From an optimization exercise on the open Yosys and OpenROAD flow, aimed at small area; shortcuts taken in it are not production practice.
In this exercise RTL edits were held to simulation tests only and were not proved equivalent to the original.
Power is estimated from default activity; no workload was simulated.

<file path="design/flow/constraint.sdc">
create_clock -name core_clock -period 20.0 [get_ports {clk}]
set_input_delay 4.0000 -clock core_clock [delete_from_list [all_inputs] [get_ports {clk}]]
set_output_delay 4.0000 -clock core_clock [all_outputs]
set_load 0.01 [all_outputs]
</file>
<file path="design/flow/flow/run.sh">
#!/bin/bash
set -o pipefail
export BUFFER_PORTS_ARGS="-buffer_cell sky130_fd_sc_hd__buf_1"
export CTS_ARGS="-sink_clustering_enable -repair_clock_nets -sink_clustering_size 20 -sink_clustering_max_diameter 60 -buf_list sky130_fd_sc_hd__clkbuf_8 -dont_use_dummy_load"
bash standard.sh > standard.log 2>&1
</file>
<file path="design/flow/config.mk">
export PLATFORM = sky130hd
export DESIGN_NAME = digital_resonator_bank
export DESIGN_NICKNAME = digital_resonator_bank
export VERILOG_FILES = /design/flow/design.v
export SDC_FILE = /design/flow/constraint.sdc
export NUM_CORES = 4
export LEC_CHECK = 0
export CAP_MARGIN = 20
export CORE_MARGIN = 2
export CORE_UTILIZATION = 60
export CTS_BUF_LIST = sky130_fd_sc_hd__clkbuf_8
export CTS_CLUSTER_DIAMETER = 60
export CTS_CLUSTER_SIZE = 20
export SLEW_MARGIN = 20
</file>
<file path="design/flow/design.v">
module digital_resonator_bank #(
  parameter int unsigned DATA_W    = 16,
  parameter int unsigned COEF_W    = 18,
  parameter int unsigned COEF_FRAC = 16,
  parameter int unsigned NUM_CH    = 4,
  localparam int unsigned CH_W     = (NUM_CH > 1) ? $clog2(NUM_CH) : 1
) (
  input  logic                     clk,
  input  logic                     reset_n,
  input  logic                     enable,
  input  logic                     clr,
  input  logic [NUM_CH*DATA_W-1:0] d,
  input  logic                     coef_we,
  input  logic [CH_W-1:0]          coef_ch,
  input  logic [1:0]               coef_sel,
  input  logic [COEF_W-1:0]        coef_data,
  output logic [NUM_CH*DATA_W-1:0] q,
  output logic                     q_valid,
  output logic                     busy,
  output logic                     sat_flag,
  output logic                     overrun
);
  localparam int unsigned NB    = NUM_CH * DATA_W;        
  localparam int unsigned CNT_W = $clog2(NB);
  localparam int unsigned J_W   = $clog2(DATA_W);
  localparam int unsigned SW    = 3 * COEF_W;             
  localparam int unsigned AW    = COEF_W + 2;             
  localparam logic [COEF_W-1:0] G_ONE = COEF_W'(64'(1) << COEF_FRAC);
  logic [COEF_W-1:0]    sh   [NUM_CH][3];   
  logic [2:0]           shw  [NUM_CH];      
  logic [SW+2:0]        act  [NUM_CH];      
  logic [AW-1:0]        accr [NUM_CH];      
  logic [NB-1:0]        xr;                 
  logic [NB-1:0]        y2r;                
  logic [CNT_W-1:0]     cnt;
  logic                 run;
  logic                 z1, z2;
  logic                 sat_acc;
  logic                 accept, done;
  logic [CH_W-1:0]      k;
  logic [J_W-1:0]       j;
  logic                 first, last;
  logic                 xb, y1b, y2b;
  logic [NB-1:0]        dperm;
  assign k      = cnt[CH_W-1:0];
  assign j      = cnt[CNT_W-1:CH_W];
  assign first  = (j == '0);
  assign last   = (j == J_W'(DATA_W - 1));
  assign accept = !run && enable && !clr;
  assign done   = run && (cnt == CNT_W'(NB - 1));
  assign busy     = run;
  assign sat_flag = sat_acc;
  always_comb begin
    for (int unsigned kk = 0; kk < NUM_CH; kk++)
      for (int unsigned jj = 0; jj < DATA_W; jj++)
        dperm[jj*NUM_CH + kk] = d[kk*DATA_W + jj];
  end
  assign xb  = xr[0];
  assign y1b = q[k*DATA_W + j] & !z1;
  assign y2b = y2r[0] & !z2;
  logic [COEF_W-1:0] cg, ca1, ca2;
  logic [COEF_W-1:0] p1, p2, p3;           
  logic [AW-1:0]     rin;                  
  logic [COEF_W-1:0] s1, c1;               
  logic [AW-1:0]     s2, c2;               
  logic [AW:0]       u, cy;
  logic [AW-1:0]     v, vl, ring_in;
  logic [DATA_W-1:0] res;
  logic              clip;
  assign cg  = act[0][SW]   ? act[0][COEF_W-1:0]          : G_ONE;
  assign ca1 = act[0][SW+1] ? act[0][2*COEF_W-1:COEF_W]   : '0;
  assign ca2 = act[0][SW+2] ? act[0][3*COEF_W-1:2*COEF_W] : '0;
  always_comb begin
    p1 = {COEF_W{xb}}   & cg;
    p2 = {COEF_W{y1b}}  & ca1;
    p3 = {COEF_W{y2b}} & ca2;
    p1[COEF_W-1] = !p1[COEF_W-1];
    p2[COEF_W-1] = !p2[COEF_W-1];
    p3[COEF_W-2:0] = ~p3[COEF_W-2:0];      
    if (first)     rin = AW'(20'hA0000);     
    else if (last) rin = ~accr[0];
    else           rin = accr[0];
    for (int i = 0; i < COEF_W; i++) begin
      s1[i] = p1[i] ^ p2[i] ^ p3[i];
      c1[i] = (p1[i] & p2[i]) | (p1[i] & p3[i]) | (p2[i] & p3[i]);
    end
    s2[0] = !(rin[0] ^ s1[0]);             
    c2[0] = rin[0] | s1[0];
    for (int i = 1; i < COEF_W; i++) begin
      s2[i] = rin[i] ^ s1[i] ^ c1[i-1];
      c2[i] = (rin[i] & s1[i]) | (rin[i] & c1[i-1]) | (s1[i] & c1[i-1]);
    end
    s2[COEF_W]   = !(rin[COEF_W] ^ c1[COEF_W-1]);
    c2[COEF_W]   = rin[COEF_W] | c1[COEF_W-1];
    s2[COEF_W+1] = rin[COEF_W+1];
    c2[COEF_W+1] = 1'b0;
    u[0]  = s2[0];
    cy[1] = 1'b0;
    for (int i = 1; i <= AW-1; i++) begin
      u[i]    = s2[i] ^ c2[i-1] ^ cy[i];
      cy[i+1] = (s2[i] & c2[i-1]) | (s2[i] & cy[i]) | (c2[i-1] & cy[i]);
    end
    u[AW] = cy[AW];
    v = u[AW:1];
    vl = {!v[AW-1], v[AW-2:0]};
    clip = !(&vl[AW-1:DATA_W-1] || ~|vl[AW-1:DATA_W-1]);
    res  = clip ? (vl[AW-1] ? {1'b0, {(DATA_W-1){1'b1}}} : {1'b1, {(DATA_W-1){1'b0}}})
                : ~vl[DATA_W-1:0];
    ring_in = v;
    if (last) ring_in[DATA_W-1:0] = res;
  end
  always_ff @(posedge clk or negedge reset_n) begin
    if (!reset_n) begin
      for (int unsigned c = 0; c < NUM_CH; c++) shw[c] <= '0;
    end else if (coef_we) begin
      for (int unsigned c = 0; c < NUM_CH; c++)
        for (int unsigned s = 0; s < 3; s++)
          if (coef_ch == CH_W'(c) && coef_sel == 2'(s)) shw[c][s] <= 1'b1;
    end
  end
  always_ff @(posedge clk) begin
    if (coef_we) begin
      for (int unsigned c = 0; c < NUM_CH; c++)
        for (int unsigned s = 0; s < 3; s++)
          if (coef_ch == CH_W'(c) && coef_sel == 2'(s))
            sh[c][s] <= (c % 2 == 0) ? ~coef_data : coef_data;
    end
  end
  always_ff @(posedge clk) begin
    for (int unsigned c = 0; c < NUM_CH; c++) begin
      if (accept) act[c] <= ~{(c % 2 == 0) ? ~shw[c] : shw[c],
                              sh[c][2], sh[c][1], sh[c][0]};
      else        act[c] <= ~act[(c + 1) % NUM_CH];
      accr[c] <= (c == NUM_CH - 1) ? ring_in : accr[c + 1];
    end
    xr <= accept ? dperm : {dperm[NB-1], xr[NB-1:1]};
    if (run) y2r <= {y1b, y2r[NB-1:1]};
    cnt <= accept ? '0 : cnt + CNT_W'(1);
  end
  always_ff @(posedge clk or negedge reset_n) begin
    if (!reset_n) begin
      run     <= 1'b0;
      z1      <= 1'b1;
      z2      <= 1'b1;
      sat_acc <= 1'b0;
      q       <= '0;
      q_valid <= 1'b0;
      overrun <= 1'b0;
    end else begin
      q_valid <= 1'b0;
      if (clr) begin
        run     <= 1'b0;
        z1      <= 1'b1;
        z2      <= 1'b1;
        overrun <= 1'b0;
      end else begin
        if (enable && run) overrun <= 1'b1;
        if (accept) begin
          run     <= 1'b1;
          sat_acc <= 1'b0;
        end
        if (run && last) sat_acc <= sat_acc | clip;
        if (done) begin
          run     <= 1'b0;
          q_valid <= 1'b1;
          z1      <= 1'b0;
          z2      <= 1'b0;
          for (int unsigned c = 0; c < NUM_CH; c++)
            q[c*DATA_W +: DATA_W] <= (c == NUM_CH - 1) ? ring_in[DATA_W-1:0]
                                                       : accr[c + 1][DATA_W-1:0];
        end
      end
    end
  end
endmodule
</file>
<file path="design/flow/standard.sh">
#!/bin/bash
# synth_recipe.tcl (not shown) runs the flow's synth.tcl, then flattens the netlist and writes it again
# the make line also repeats each setting of config.mk as NAME=value (left out here)
make -C /OpenROAD-flow-scripts/flow DESIGN_CONFIG=/design/flow/config.mk WORK_HOME=/design/flow/orfs CLKGATE_MAP_FILE= SYNTH_SCRIPT=/design/flow/synth_recipe.tcl "${@:-finish}"
</file>
==> results of run 1 <==
-- critical path: cells and delay by family, from the launching register on --
family | cells | cell delay [ns]
compound gates | 5 | 1.91
simple gates | 2 | 0.65
mux | 3 | 1.08
buf+inv | 4 | 0.82
flops | 1 | 0.65
fa+ha+maj | 21 | 8.88
-- power breakdown --
part	total, W	internal [W]	switching (W)
Combinational	0.000750	0.000347	0.000403
Sequential	0.00191	0.00179	0.000119
Clock	0.000627	0.000208	0.000419
Total	0.00329	0.00235	0.000941
-- synthesized netlist by cell type, types with 2 or more instances --
cell type	n	area, µm²
a21o_1	2	15.0
a21oi_1	6	30.0
a32oi_1	7	61.3
a32oi_2	11	179
and2_1	18	113
and3_1	19	119
buf_1	25	93.8
buf_2	7	35.0
buf_4	8	60.1
buf_6	2	22.5
clkbuf_1	25	93.8
dfrtp_1	80	2000
dfxtp_1	378	7570
edfxtp_1	280	8410
fa_1	53	1060
ha_1	3	37.5
inv_1	57	214
mux2_2	130	1460
mux2i_1	230	2300
mux4_2	11	248
nand2_1	47	176
nand2b_1	3	18.8
nand3_1	3	15.0
nand3b_1	3	22.5
nor2_1	26	97.6
nor2b_1	22	138
nor3_1	3	15.0
o21a_1	15	113
o21ai_0	25	125
o221ai_1	2	17.5
or2_2	13	81.3
or3_1	2	12.5
or3b_2	2	17.5
xnor2_1	20	175
xor2_1	3	26.3
-- sequential cells by signal, summed over array words and instances (netlist names) --
name	cells
act	228
sh	216
accr	80
q	64
xr	64
y2r	64
shw	12
cnt	6
overrun	1
q_valid	1
run	1
sat_acc	1
z1	1
-- logic make-up (layout without fill, tap and decap cells) --
kind of cell / Yosys count / count (layout) / share of synthesized area
flops: 739 / 739 / 0.709
fa+ha+maj: 56 / 56 / 0.0433
mux: 373 / 373 / 0.160
compound gates: 75 / 75 / 0.0245
simple gates: 168 / 168 / 0.0348
buf+inv: 124 / 280 / 0.0205
other cells: 0 / 2 / 0
xor+xnor: 23 / 23 / 0.00794
-- through the flow --
| step | instance area (µm²) | total power (W) | hold slack (ns) | setup WS [ns] | std cells |
|---|---|---|---|---|---|
| 6_report | 27300 | 0.00329 | 0.338 | 5.91 | 2255 |
| 3_5_place_dp | 26600 | 0.00270 | 0.314 | 5.82 | 2206 |
| 4_1_cts | 27200 | 0.00332 | 0.341 | 5.83 | 2252 |
| 3_3_place_gp | 26600 | 0.00267 | 0.310 | 6.02 | 2206 |
| 5_1_grt | 27300 | 0.00348 | 0.345 | 5.23 | 2254 |
| 2_1_floorplan | 25400 | 0.00244 | 0.310 | 7.71 | 1558 |
-- layer usage --
layer	GRT usage	part of all wire
met1	0.332	0.49
met4	0.0504	0.018
met2	0.330	0.45
met5	0	0
met3	0.0386	0.042
-- cell type report --
type | count | area, µm²
flip-flops and latches | 739 | 18000
fillers | 3126 | 14600
multi-input cells | 695 | 6960
repair buffers | 177 | 772
well taps | 539 | 674
clock buffers | 46 | 633
inverters | 57 | 214
diodes | 2 | 5.00
-- placed cells by master, fill, tap and decap left out, types with 2 or more instances in the layout --
master	n
dfxtp_1	378
edfxtp_1	280
mux2i_1	230
buf_1	157
mux2_2	130
dfrtp_1	79
inv_1	57
fa_1	53
nand2_1	47
clkbuf_8	46
o21ai_0	25
nor2b_1	21
xnor2_1	20
and3_1	19
and2_1	18
buf_4	17
nor2_1	15
o21a_1	15
or2_2	13
mux4_2	11
a32oi_2	11
nor2_4	10
a32oi_1	7
a21oi_1	6
nand3b_1	3
xor2_1	3
nand2b_1	3
nand3_1	3
nor3_2	3
ha_1	3
diode_2	2
or3b_2	2
or3_1	2
o221ai_1	2
nor2_2	2
a21o_1	2
-- final timing paths --
path,from,to,slack (ns),cells past startpoint
max,cnt[2]$_SDFF_PP0_,q[57]$_DFFE_PN0P_,5.91,35
min in group asynchronous,reset_n,q[9]$_DFFE_PN0P_,3.27,1
min,accr[3][17]$_DFF_P_,accr[2][17]$_DFF_P_,0.34,0
min reg2reg,accr[3][17]$_DFF_P_,accr[2][17]$_DFF_P_,0.34,0
max in group asynchronous,reset_n,shw[0][0]$_DFFE_PN0P_,15.52,2
max reg2reg,cnt[2]$_SDFF_PP0_,q[57]$_DFFE_PN0P_,5.91,35
==> reports/results.ini, run 1 <==
[run]
cap_viol_max_count=0

[sta]
min_period_over_period=0.705
fmax_mhz=71.0
maxSlewViolCount=0
skew_ns=0.0880
tns_ns=0
layout_min_cycle_time_ns=14.09
hold_viol=0
finalSetupViolCount=0
rsz0062_at_grt=no
relSlewSlack=0.267
worstMarginPinSlew_ns=1.10

[pwr]
max-vdd-ir-drop_mv=0.0795
p_leak_nw=10.1
power.density_mw_per_mm2=121

[cts]
cts_resized=0
cts-hold-fix-buffers=0
htreeDepth=2
root_buffer=clkbuf_8
clk_pin_slew_ns=0.11
cts_buffers=46
cts_sinks=739
cts_tree=done
post_cts_buffers=0
clock_path_buffers=3
clk-insertion-delay-late_ns=0.67

[min_path]
hp-class=reg2reg

[drt]
wirelength_mm=47.1
route.detailed.drc=0
via_count=12300
drtPass1Iterations=5
ant_nets=0
drt_iter0_markers=790
via_per_inst=5.45
wl_per_cell_um=20.9

[status]
status=finished clean

[yosys]
syn_area_mm2=0.0254
netlist_instances=1558
yosysWarningCount=5
syn_avg_cell_area_um2=16.3
synth_fp_nets=1705
yosysSeqAreaShare=0.709
synth_edf_count=280
ys.flop_type=dfxtp_1
synth.ff_latch_count=739
synth_cell_type_count=52
async_flop_share=0.110

[setup_path]
slowest_delay_ns=0.89
startpoint_type=flip-flop
end_kind=flip-flop
worstPathArrival_ns=14.61
critical_path_class=reg2reg
crit_slowest_cell=a21oi_1
cp_common_cell=fa_1
required_ns=20.52
worstPathMaxFanout=20

[grt]
gr-total-overflow=0
grt_max_degree=168
grt_first_pass_wirelength_mm=72.4
first_global_vias=12400
grt_usage=0.218
grt_antenna_before_repair=5

[floorplanning]
row_count=75
num_io_pins=159
die_y_um=210
dieWidth_um=210
die_area_mm2=0.0440
core-area_mm2=0.0419
start_util=0.606

[finish]
postLayoutCoreUtil=0.651
areaGrowthSynthToFinish_pct=7.41
drive_gt1_frac=0.149
finish.net_count=1863

[place]
port_buffers=158
dp_hpwl_mm=30.2
place.gp.congestion=0.788

==> inputs of run 2 (changes only) <==
--- a/design/flow/design.v
+++ b/design/flow/design.v
@@ -55,7 +55,7 @@
       for (int unsigned jj = 0; jj < DATA_W; jj++)
         dperm[jj*NUM_CH + kk] = d[kk*DATA_W + jj];
   end
-  assign xb  = xr[0];
+  assign xb  = xr[0] ^ !cnt[0];
   assign y1b = q[k*DATA_W + j] & !z1;
   assign y2b = y2r[0] & !z2;
   logic [COEF_W-1:0] cg, ca1, ca2;
@@ -133,7 +133,7 @@
       else        act[c] <= ~act[(c + 1) % NUM_CH];
       accr[c] <= (c == NUM_CH - 1) ? ring_in : accr[c + 1];
     end
-    xr <= accept ? dperm : {dperm[NB-1], xr[NB-1:1]};
+    xr <= ~(accept ? dperm : {dperm[NB-1], xr[NB-1:1]});
     if (run) y2r <= {y1b, y2r[NB-1:1]};
     cnt <= accept ? '0 : cnt + CNT_W'(1);
   end
==> run 2 against run 1 <==
  * Clock skew down 0.021 ns
  * Worst setup slack better by 0.22 ns
  * Critical path depth down 2
  * Non-clock buffer count up 10
  * Register-to-register slack better by 0.22 ns
  * Still clean
  * Global-route usage up 0.85 points
  * Total power up 2.2%
  * Area after synthesis down 0.49%
==> reports/results.ini, run 2 <==
[status]
status=finished clean

[cts]
cts_buffers=46
root_buffer=clkbuf_8
clk_pin_slew_ns=0.11
cts-hold-fix-buffers=0
clock_path_buffers=3
post_cts_buffers=0
clk-insertion-delay-late_ns=0.65
cts_resized=0
cts_sinks=739
htreeDepth=2
cts_tree=done

[setup_path]
slowest_delay_ns=0.91
r2r-end=q[57]$_DFFE_PN0P_
end_kind=flip-flop
crit_slowest_cell=a21oi_1
r2r_setup_slack_ns=6.13
worstPathArrival_ns=14.34
required_ns=20.47
startpoint_type=flip-flop
worstPathMaxFanout=20
r2r_start=cnt[3]$_SDFF_PP0_
critical_path_class=reg2reg
cp_common_cell=fa_1
reg2regPathDepth=33

[finish]
areaGrowthSynthToFinish_pct=7.61
postLayoutCoreUtil=0.651
largest_reg_flops=228
finish.net_count=1878
final_common_cell=dfxtp_1
regMostFlops=act
stdcell_area_mm2=0.0272
fillCellCount=3084
layout_common_cells=dfxtp_1 (378), mux2i_1 (293), edfxtp_1 (280), buf_1 (157), dfrtp_1 (79)
antennaDiodeCount=0
drive_gt1_frac=0.106
top_regs=act: 228 flops, sh: 216 flops, accr: 80 flops

[sta]
rsz0062_at_grt=no
finalSetupViolCount=0
hold_viol=0
skew_ns=0.0667
min_period_over_period=0.694
layout_min_cycle_time_ns=13.87
worstMarginPinSlew_ns=1.13
relSlewSlack=0.246
fmax_mhz=72.1
maxSlewViolCount=0
tns_ns=0

[drt]
wl_per_cell_um=21.5
wirelength_mm=48.8
via_count=12400
route.detailed.drc=0
drtPass1Iterations=6
ant_nets=0
drt_iter0_markers=1003
via_per_inst=5.45

[yosys]
ys.flop_type=dfxtp_1
synth_edf_count=280
syn_area_mm2=0.0253
netlist_instances=1564
yosysWarningCount=5
synth_cell_type_count=49
async_flop_share=0.110
synth_top_area_frac=0.333
syn_avg_cell_area_um2=16.1
synth_fp_nets=1711
yosysSeqAreaShare=0.713
yosysMostFrequentCell=dfxtp_1
synth_common_cells=dfxtp_1 (378), mux2i_1 (293), edfxtp_1 (280), dfrtp_1 (80), mux2_2 (69)
synth.ff_latch_count=739
synth_top_cell_by_area=edfxtp_1
synthTopCellsByArea=edfxtp_1 (33%), dfxtp_1 (30%), mux2i_1 (12%)

[place]
dp_hpwl_mm=31.7
place_area_mm2=0.0265
place.gp.congestion=0.775
port_buffers=158

[pwr]
max-vdd-ir-drop_mv=0.0834
power.density_mw_per_mm2=124
p_leak_nw=10.1
power.total_w=0.00336

[grt]
grt_max_degree=70
grt_antenna_before_repair=1
gr-total-overflow=0
grt_first_pass_wirelength_mm=74.5
first_global_vias=12500
grt_usage=0.226

[min_path]
min_path_cells=0
min_to=accr[1][16]$_DFF_P_
hp-class=reg2reg
hp-start=accr[2][16]$_DFF_P_

[floorplanning]
core-area_mm2=0.0418
start_util=0.605
dieWidth_um=209
row_count=75
die_area_mm2=0.0438
die_y_um=209
num_io_pins=159

[run]
cap_viol_max_count=0

## run 2: layout make-up
cell class / instances / area [µm²] / share of cell area
flip-flops and latches: 739 / 18000 / 0.662
multi-input cells: 698 / 6800 / 0.250
inverters: 59 / 221 / 0.00815
well taps: 539 / 674 / 0.0248
repair buffers: 187 / 847 / 0.0312
clock buffers: 46 / 633 / 0.0233
## run 2: cell families after synthesis
family                   Yosys count  synth area share
adder cells (fa/ha/maj)           56            0.0435
multiplexers                     373             0.158
AO/OA/AOI/OAI                     77            0.0219
AND/OR/NAND/NOR                  168            0.0344
flip-flops                       739             0.713
buffers and inverters            127            0.0210
XOR/XNOR                          24           0.00832
## run 2: routing by layer
metal | vias to the layer above | part of all wire | GRT usage
met4 | 0 | 0.017 | 0.0539
met2 | 256 | 0.43 | 0.336
met1 | 6236 | 0.50 | 0.357
met3 | 59 | 0.045 | 0.0311
li1 | 5815 | - | -
met5 | - | 0 | 0
## run 2: per-stage QoR
stage	std cells	setup slack (ns)	hold slack, ns
6_report	2268	6.13	0.288
5_1_grt	2268	5.60	0.283
4_1_cts	2267	6.15	0.292
3_5_place_dp	2221	6.26	0.312
3_3_place_gp	2220	6.45	0.311
2_1_floorplan	1564	7.80	0.310
## run 2: report_power, final
part,switching [W],internal [W],total (W)
clock network,0.000419,0.000208,0.000627
logic,0.000449,0.000366,0.000814
registers,0.000124,0.00179,0.00192
## run 2: how the worst max path moves through the flow
stage	end	slack, ns	depth (start not counted)	from
after floorplan	q[53]$_DFFE_PN0P_	7.80	35	cnt[2]$_SDFF_PP0_
final	q[57]$_DFFE_PN0P_	6.13	33	cnt[3]$_SDFF_PP0_
after global routing	q[54]$_DFFE_PN0P_	5.60	35	cnt[2]$_SDFF_PP0_
after detailed placement	q[57]$_DFFE_PN0P_	6.26	33	cnt[3]$_SDFF_PP0_
after global placement	q[49]$_DFFE_PN0P_	6.45	33	cnt[3]$_SDFF_PP0_
after CTS	q[57]$_DFFE_PN0P_	6.15	35	cnt[2]$_SDFF_PP0_
## run 2: critical path, delay by kind of cell (launching register included)
kind | cells | cell delay, ns
multiplexers | 1 | 0.26
buffers and inverters | 3 | 0.44
adder cells (fa/ha/maj) | 21 | 8.93
flip-flops | 1 | 0.88
AO/OA/AOI/OAI | 6 | 2.04
AND/OR/NAND/NOR | 2 | 1.12
==> inputs of run 3 (changes only) <==
==> design/flow/run.sh (new file) <==
#!/bin/bash
# synth_recipe.tcl (not shown) runs the flow's synth.tcl, then flattens the netlist and writes it again
# the make line also repeats each setting of config.mk as NAME=value (left out here)
make -C /OpenROAD-flow-scripts/flow DESIGN_CONFIG=/design/flow/config.mk WORK_HOME=/design/flow/orfs CLKGATE_MAP_FILE= SYNTH_SCRIPT=/design/flow/synth_recipe.tcl finish
removed: design/flow/flow/run.sh
removed: design/flow/standard.sh
==> run 3 against run 2 <==
  * Fmax up 3.9%
  * Hold slack better by 0.051 ns
  * Sequential share of layout area down 2.8 points
  * Combinational power up 2%
  * Clock-buffer cell count up 1
  * Global-route usage up 0.43 points
  * Largest cell class unchanged
  * Critical path type unchanged
  * Clock power up 16%
  * Utilization up 2.9 points
==> reports/results.ini, run 3 <==
[cts]
htreeDepth=2
clk-insertion-delay-late_ns=0.68
cts_buffers=47
cts-hold-fix-buffers=0
cts_resized=0
clock_path_buffers=3
clk_pin_slew_ns=0.12
cts_sinks=739
cts_tree=done
post_cts_buffers=0
root_buffer=clkbuf_8

[setup_path]
r2r_setup_slack_ns=6.65
slowest_delay_ns=0.85
critical_path_class=reg2reg
worstPathMaxFanout=20
crit_slowest_cell=dfxtp_1
end_kind=flip-flop
required_ns=20.54
startpoint_type=flip-flop
reg2regPathDepth=33
worstPathArrival_ns=13.89
cp_common_cell=fa_1

[sta]
tns_ns=0
rsz0062_at_grt=no
maxSlewViolCount=0
relSlewSlack=0.259
finalSetupViolCount=0
hold_viol=0
layout_min_cycle_time_ns=13.35
fmax_mhz=74.9
skew_ns=0.0356
min_period_over_period=0.668
worstMarginPinSlew_ns=1.11

[pwr]
max-vdd-ir-drop_mv=0.0863
power.density_mw_per_mm2=122
p_leak_nw=10.7

[yosys]
synth.ff_latch_count=739
yosysWarningCount=5
syn_avg_cell_area_um2=16.1
ys.flop_type=dfxtp_1
synth_cell_type_count=49
async_flop_share=0.110
netlist_instances=1564
yosysSeqAreaShare=0.713
synth_top_cell_by_area=edfxtp_1
yosysMostFrequentCell=dfxtp_1
synth_common_cells=dfxtp_1 (378), mux2i_1 (293), edfxtp_1 (280), dfrtp_1 (80), mux2_2 (69)
synth_edf_count=280
syn_area_mm2=0.0253
synthTopCellsByArea=edfxtp_1 (33%), dfxtp_1 (30%), mux2i_1 (12%)
synth_fp_nets=1711
synth_top_area_frac=0.333

[floorplanning]
dieWidth_um=209
core-area_mm2=0.0418
start_util=0.605
num_io_pins=159
row_count=75
die_y_um=209
die_area_mm2=0.0438

[drt]
via_count=12400
ant_nets=0
route.detailed.drc=0
drt_iter0_markers=854
wirelength_mm=49.5
via_per_inst=5.37
wl_per_cell_um=21.5
drtPass1Iterations=5

[finish]
largest_reg_flops=228
layout_common_cells=dfxtp_1 (378), mux2i_1 (293), edfxtp_1 (280), clkdlybuf4s50_1 (157)
areaGrowthSynthToFinish_pct=12.4
final_common_cell=dfxtp_1
fillCellCount=2943
register_area_mm2=0.0180
finish.net_count=1869
drive_gt1_frac=0.110
top_regs=act: 228 flops, sh: 216 flops, accr: 80 flops
postLayoutCoreUtil=0.680
multi_input_area_mm2=0.00682
regMostFlops=act

[grt]
grt_first_pass_wirelength_mm=75.4
grt_usage=0.231
grt_max_degree=142
gr-total-overflow=0
grt_antenna_before_repair=1
first_global_vias=12400

[run]
cap_viol_max_count=0

[place]
port_buffers=158
dp_hpwl_mm=31.7
place.gp.congestion=0.801

[status]
status=finished clean

[min_path]
hp-class=reg2reg
min_path_cells=0

-- run 3: cell counts after synthesis --
Identical to the previous run, type by type.
-- run 3: cell type report --
cell class              count  share of cell area
clock buffers              47              0.0228
diodes                      2            0.000176
flip-flops and latches    739               0.634
well taps                 539              0.0238
clock inverters            38             0.00974
repair buffers            177              0.0615
inverters                  59             0.00780
multi-input cells         698               0.240
-- run 3: power breakdown --
| group | switching (W) | leakage, nW | internal, W | total (W) |
|---|---|---|---|---|
| clock network | 0.000466 | 0.540 | 0.000259 | 0.000725 |
| registers | 0.000118 | 6.78 | 0.00179 | 0.00191 |
| logic | 0.000451 | 3.38 | 0.000376 | 0.000827 |
| total | 0.00104 | 10.7 | 0.00243 | 0.00346 |
-- run 3: final timing paths --
kind | start | endpoint
min in group asynchronous | reset_n | q[42]$_DFFE_PN0P_
setup / recovery | cnt[3]$_SDFF_PP0_ | q[49]$_DFFE_PN0P_
max in group asynchronous | reset_n | run$_DFFE_PN0P_
hold / removal | accr[2][17]$_DFF_P_ | accr[1][17]$_DFF_P_
setup reg to reg | cnt[3]$_SDFF_PP0_ | q[49]$_DFFE_PN0P_
hold reg to reg | accr[2][17]$_DFF_P_ | accr[1][17]$_DFF_P_
-- run 3: cell families after synthesis --
group,count (synthesis),share of synthesized area
xor gates and xnor gates,24,0.00832
DFF,739,0.713
AOI/OAI and AO/OA,77,0.0219
muxes,373,0.158
and+or+nand+nor,168,0.0344
buffers and inverters,127,0.0210
adders and majority gates,56,0.0435
-- run 3: through the flow --
step | power (W) | instance area (µm²) | hold WS [ns] | worst slack [ns] | cells
3_3_place_gp | 0.00273 | 27500 | 0.311 | 6.52 | 2212
6_report | 0.00346 | 28400 | 0.338 | 6.65 | 2299
5_1_grt | 0.00366 | 28400 | 0.330 | 5.95 | 2297
3_5_place_dp | 0.00277 | 27500 | 0.312 | 6.25 | 2212
4_1_cts | 0.00349 | 28400 | 0.337 | 6.21 | 2297
2_1_floorplan | 0.00247 | 25300 | 0.310 | 7.80 | 1564
-- run 3: per-layer routing --
layer | track usage | up-vias | share of wire
met5 | 0 | - | 0
met4 | 0.0589 | 0 | 0.017
met3 | 0.0419 | 59 | 0.049
met2 | 0.343 | 252 | 0.44
met1 | 0.354 | 6201 | 0.49
li1 | - | 5839 | -
-- run 3: worst max-delay path: cells and delay by family, from the launching register on --
kind / cells / cell delay, ns
compound gates: 6 / 1.58
mux: 1 / 0.27
simple gates: 2 / 1.14
buf+inv: 3 / 0.43
flops: 1 / 0.85
fa+ha+maj: 21 / 8.91

-- re-timing with driven ports --
The flow's constraints put no driver on any port. The routed layouts listed below were extracted and timed again, unchanged, in two steps.
Step 1: set_driving_cell puts a clkbuf_16 on clk and a buf_2 on each other input, an assumption about the parent block.
Step 2, shift: input delay + t, output delay - t, t = (earliest + latest rising clock arrival at the registers) / 2. This alone moves slack from input paths to output paths.
a / b / c = no drivers / after step 1 / after step 2; a / b = the first two.
run	shift t [ns]	setup slack, ns	clock arrival spread, ns	worst slew at a driven data input, ns
run 1	0.684	5.908 / 5.908 / 5.908	0.093 / 0.093	0.06
run 2	0.669	6.129 / 6.129 / 6.129	0.067 / 0.067	0.06
run 3	0.712	6.649 / 6.649 / 6.649	0.041 / 0.041	0.08
After both steps every run listed still meets setup and hold.
